This design comes from an exercise in tuning for small area on the open sky130 flow, not from production work.
The RTL was checked by simulation tests, not by an equivalence proof against the original design. The clock port is modelled as an ideal driver; clocking choices that lean on that would not hold on a real chip.

## key_schedule
module key_schedule
(
  input  logic         clk_in,
  input  logic         rst_in,
  input  logic         start_in,
  input  logic [127:0] key_in,
  output logic         busy_out,
  output logic         rk_valid_out,
  input  logic         rk_ready_in,
  output logic [3:0]   rk_round_out,
  output logic [127:0] rk_out,
  output logic         done_out,
  input  logic [3:0]   rd_addr_in,
  output logic [127:0] rd_data_out
);
Size in the first run: roughly 3200 cells after synthesis, about 1500 flip-flops, ~400 I/O pins.
clock: 6.5 ns
lec_check: 0
cap_margin: 20
core_margin: 2
core_utilization: 65
gpl_timing_driven: 0
slew_margin: 20
synth_hierarchical: 1
synth_minimum_keep_size: 0
standard.sh (not shown) runs the stock make flow with config.mk's settings and CLKGATE_MAP_FILE= SYNTH_SCRIPT=/design/flow/synth_recipe.tcl, a recipe that flattens the netlist after the stock synthesis.
==> flow/flow/run.sh <==
#!/bin/bash
# The standard layout (standard.sh), with two changes:
#  - port buffers are sky130_fd_sc_hd__buf_1 (the standard flow picks a larger
#    delay cell); every input and output port still gets its buffer;
#  - CTS uses clkbuf_16 with sink clusters of up to 32 registers and inserts no
#    dummy loads.
# ORFS writes each step's full log under orfs/logs/; make's own output goes to
# flow.log here.
set -uo pipefail
export BUFFER_PORTS_ARGS="-buffer_cell sky130_fd_sc_hd__buf_1"
export CTS_ARGS="-sink_clustering_enable -repair_clock_nets -dont_use_dummy_load -buf_list sky130_fd_sc_hd__clkbuf_16 -sink_clustering_size 32 -sink_clustering_max_diameter 80"
bash standard.sh > flow.log 2>&1
Rerun with:
GPL_TIMING_DRIVEN = not set   (was 0)
PLACE_DENSITY = 0.8   (was not set)
Flip-flop and latch count is unchanged.
Worst setup slack improved by 0.064 ns.
Global-route usage fell by 0.70 points.
Register-to-register slack improved by 0.06 ns.
Rerun with:
==> flow/run.sh (new file) <==
#!/bin/bash
# synth_recipe.tcl (not shown) runs the flow's synth.tcl, then flattens the netlist and writes it again
# the make line also repeats each setting of config.mk as NAME=value (left out here)
make -C /OpenROAD-flow-scripts/flow DESIGN_CONFIG=/design/flow/config.mk WORK_HOME=/design/flow/orfs CLKGATE_MAP_FILE= SYNTH_SCRIPT=/design/flow/synth_recipe.tcl finish
CORE_UTILIZATION = 40   (was 65)
CTS_BUF_LIST = sky130_fd_sc_hd__clkbuf_8   (was not set)
CTS_CLUSTER_DIAMETER = 50   (was not set)
CTS_CLUSTER_SIZE = 20   (was not set)
PLACE_DENSITY = not set   (was 0.8)
removed: flow/flow/run.sh
removed: flow/standard.sh
The new run completed with no timing, DRC or antenna violations.
Via count hardly moves.
Non-clock buffer count goes up by 49.
Cell area grows by 8.8%.
Maximum frequency grows by 0.55%.
Register-to-register slack gets better by 0.03 ns.
Rerun with:
==> flow/flow/run.sh (new file) <==
#!/bin/bash
# The standard layout (standard.sh), with two changes:
#  - port buffers are sky130_fd_sc_hd__buf_1 (the standard flow picks a larger
#    delay cell); every input and output port still gets its buffer;
#  - CTS uses clkbuf_16 with sink clusters of up to 32 registers and inserts no
#    dummy loads.
# ORFS writes each step's full log under orfs/logs/; make's own output goes to
# flow.log here.
set -uo pipefail
export BUFFER_PORTS_ARGS="-buffer_cell sky130_fd_sc_hd__buf_1"
export CTS_ARGS="-sink_clustering_enable -repair_clock_nets -dont_use_dummy_load -buf_list sky130_fd_sc_hd__clkbuf_16 -sink_clustering_size 32 -sink_clustering_max_diameter 80"
bash standard.sh > flow.log 2>&1
==> flow/standard.sh (new file) <==
#!/bin/bash
# synth_recipe.tcl (not shown) runs the flow's synth.tcl, then flattens the netlist and writes it again
# the make line also repeats each setting of config.mk as NAME=value (left out here)
make -C /OpenROAD-flow-scripts/flow DESIGN_CONFIG=/design/flow/config.mk WORK_HOME=/design/flow/orfs CLKGATE_MAP_FILE= SYNTH_SCRIPT=/design/flow/synth_recipe.tcl "${@:-finish}"
CORE_UTILIZATION = 70   (was 40)
CTS_BUF_LIST = not set   (was sky130_fd_sc_hd__clkbuf_8)
CTS_CLUSTER_DIAMETER = not set   (was 50)
CTS_CLUSTER_SIZE = not set   (was 20)
removed: flow/run.sh
Count of clock-buffer cells in the layout goes down by 87.
Synthesized cell count is unchanged.
Register-to-register slack degrades by 0.17 ns.
Routed wire length came out lower by 9.1%.
Worst hold slack is better by 0.075 ns.
Global-route usage rose by 14 points.
Die area drops by about 40%.
Area after synthesis stays the same.
Rerun with:
--- a/flow/flow/run.sh
+++ b/flow/flow/run.sh
@@ -5 +5 @@
-#  - CTS uses clkbuf_16 with sink clusters of up to 32 registers and inserts no
+#  - CTS uses clkbuf_16 with sink clusters of up to 28 registers and inserts no
@@ -11 +11 @@
-export CTS_ARGS="-sink_clustering_enable -repair_clock_nets -dont_use_dummy_load -buf_list sky130_fd_sc_hd__clkbuf_16 -sink_clustering_size 32 -sink_clustering_max_diameter 80"
+export CTS_ARGS="-sink_clustering_enable -repair_clock_nets -dont_use_dummy_load -buf_list sky130_fd_sc_hd__clkbuf_16 -sink_clustering_size 28 -sink_clustering_max_diameter 70"
CORE_UTILIZATION = 40   (was 70)
What happened: Synthesized cell count is unchanged. Setup slack improves by 0.22 ns. Global-route usage goes down by 15 points. Hold slack improves by 0.0095 ns. First-iteration DRC count goes down by about a fifth. Die area goes up by well over a third. Utilization goes down by 32 points.

static timing again, ports no longer ideal:
How much do the figures lean on ideal ports? The routed layouts below were timed once more, with nothing changed but the port constraints.
Step 1 (the two cells are an assumption about what drives the block):
set clk [get_ports {clk_in}]
set_driving_cell -lib_cell sky130_fd_sc_hd__clkbuf_16 $clk
set_driving_cell -lib_cell sky130_fd_sc_hd__buf_2 [delete_from_list [all_inputs] $clk]
Step 2 moves the port delays by t, midway between the first and last clock arrival at a register: inputs arrive t later, outputs are due t later. That takes back most of the time a late clock gives input paths.
Three values: ideal, step 1, step 2; two values: the first two.
| run | shift t [ns] | slack for setup (ns) | pins driven straight from the clock port |
|---|---|---|---|
| the first run | 0.752 | 0.278 / 0.278 / 0.278 | 1 |
| the second run | 0.728 | 0.342 / 0.342 / 0.342 | 1 |
| the third run | 0.986 | 0.376 / 0.376 / 0.376 | 1 |
| the fourth run | 0.728 | 0.205 / 0.205 / 0.205 | 1 |
| the fifth run | 0.784 | 0.429 / 0.429 / 0.429 | 1 |
After both steps every run listed still meets setup and hold.
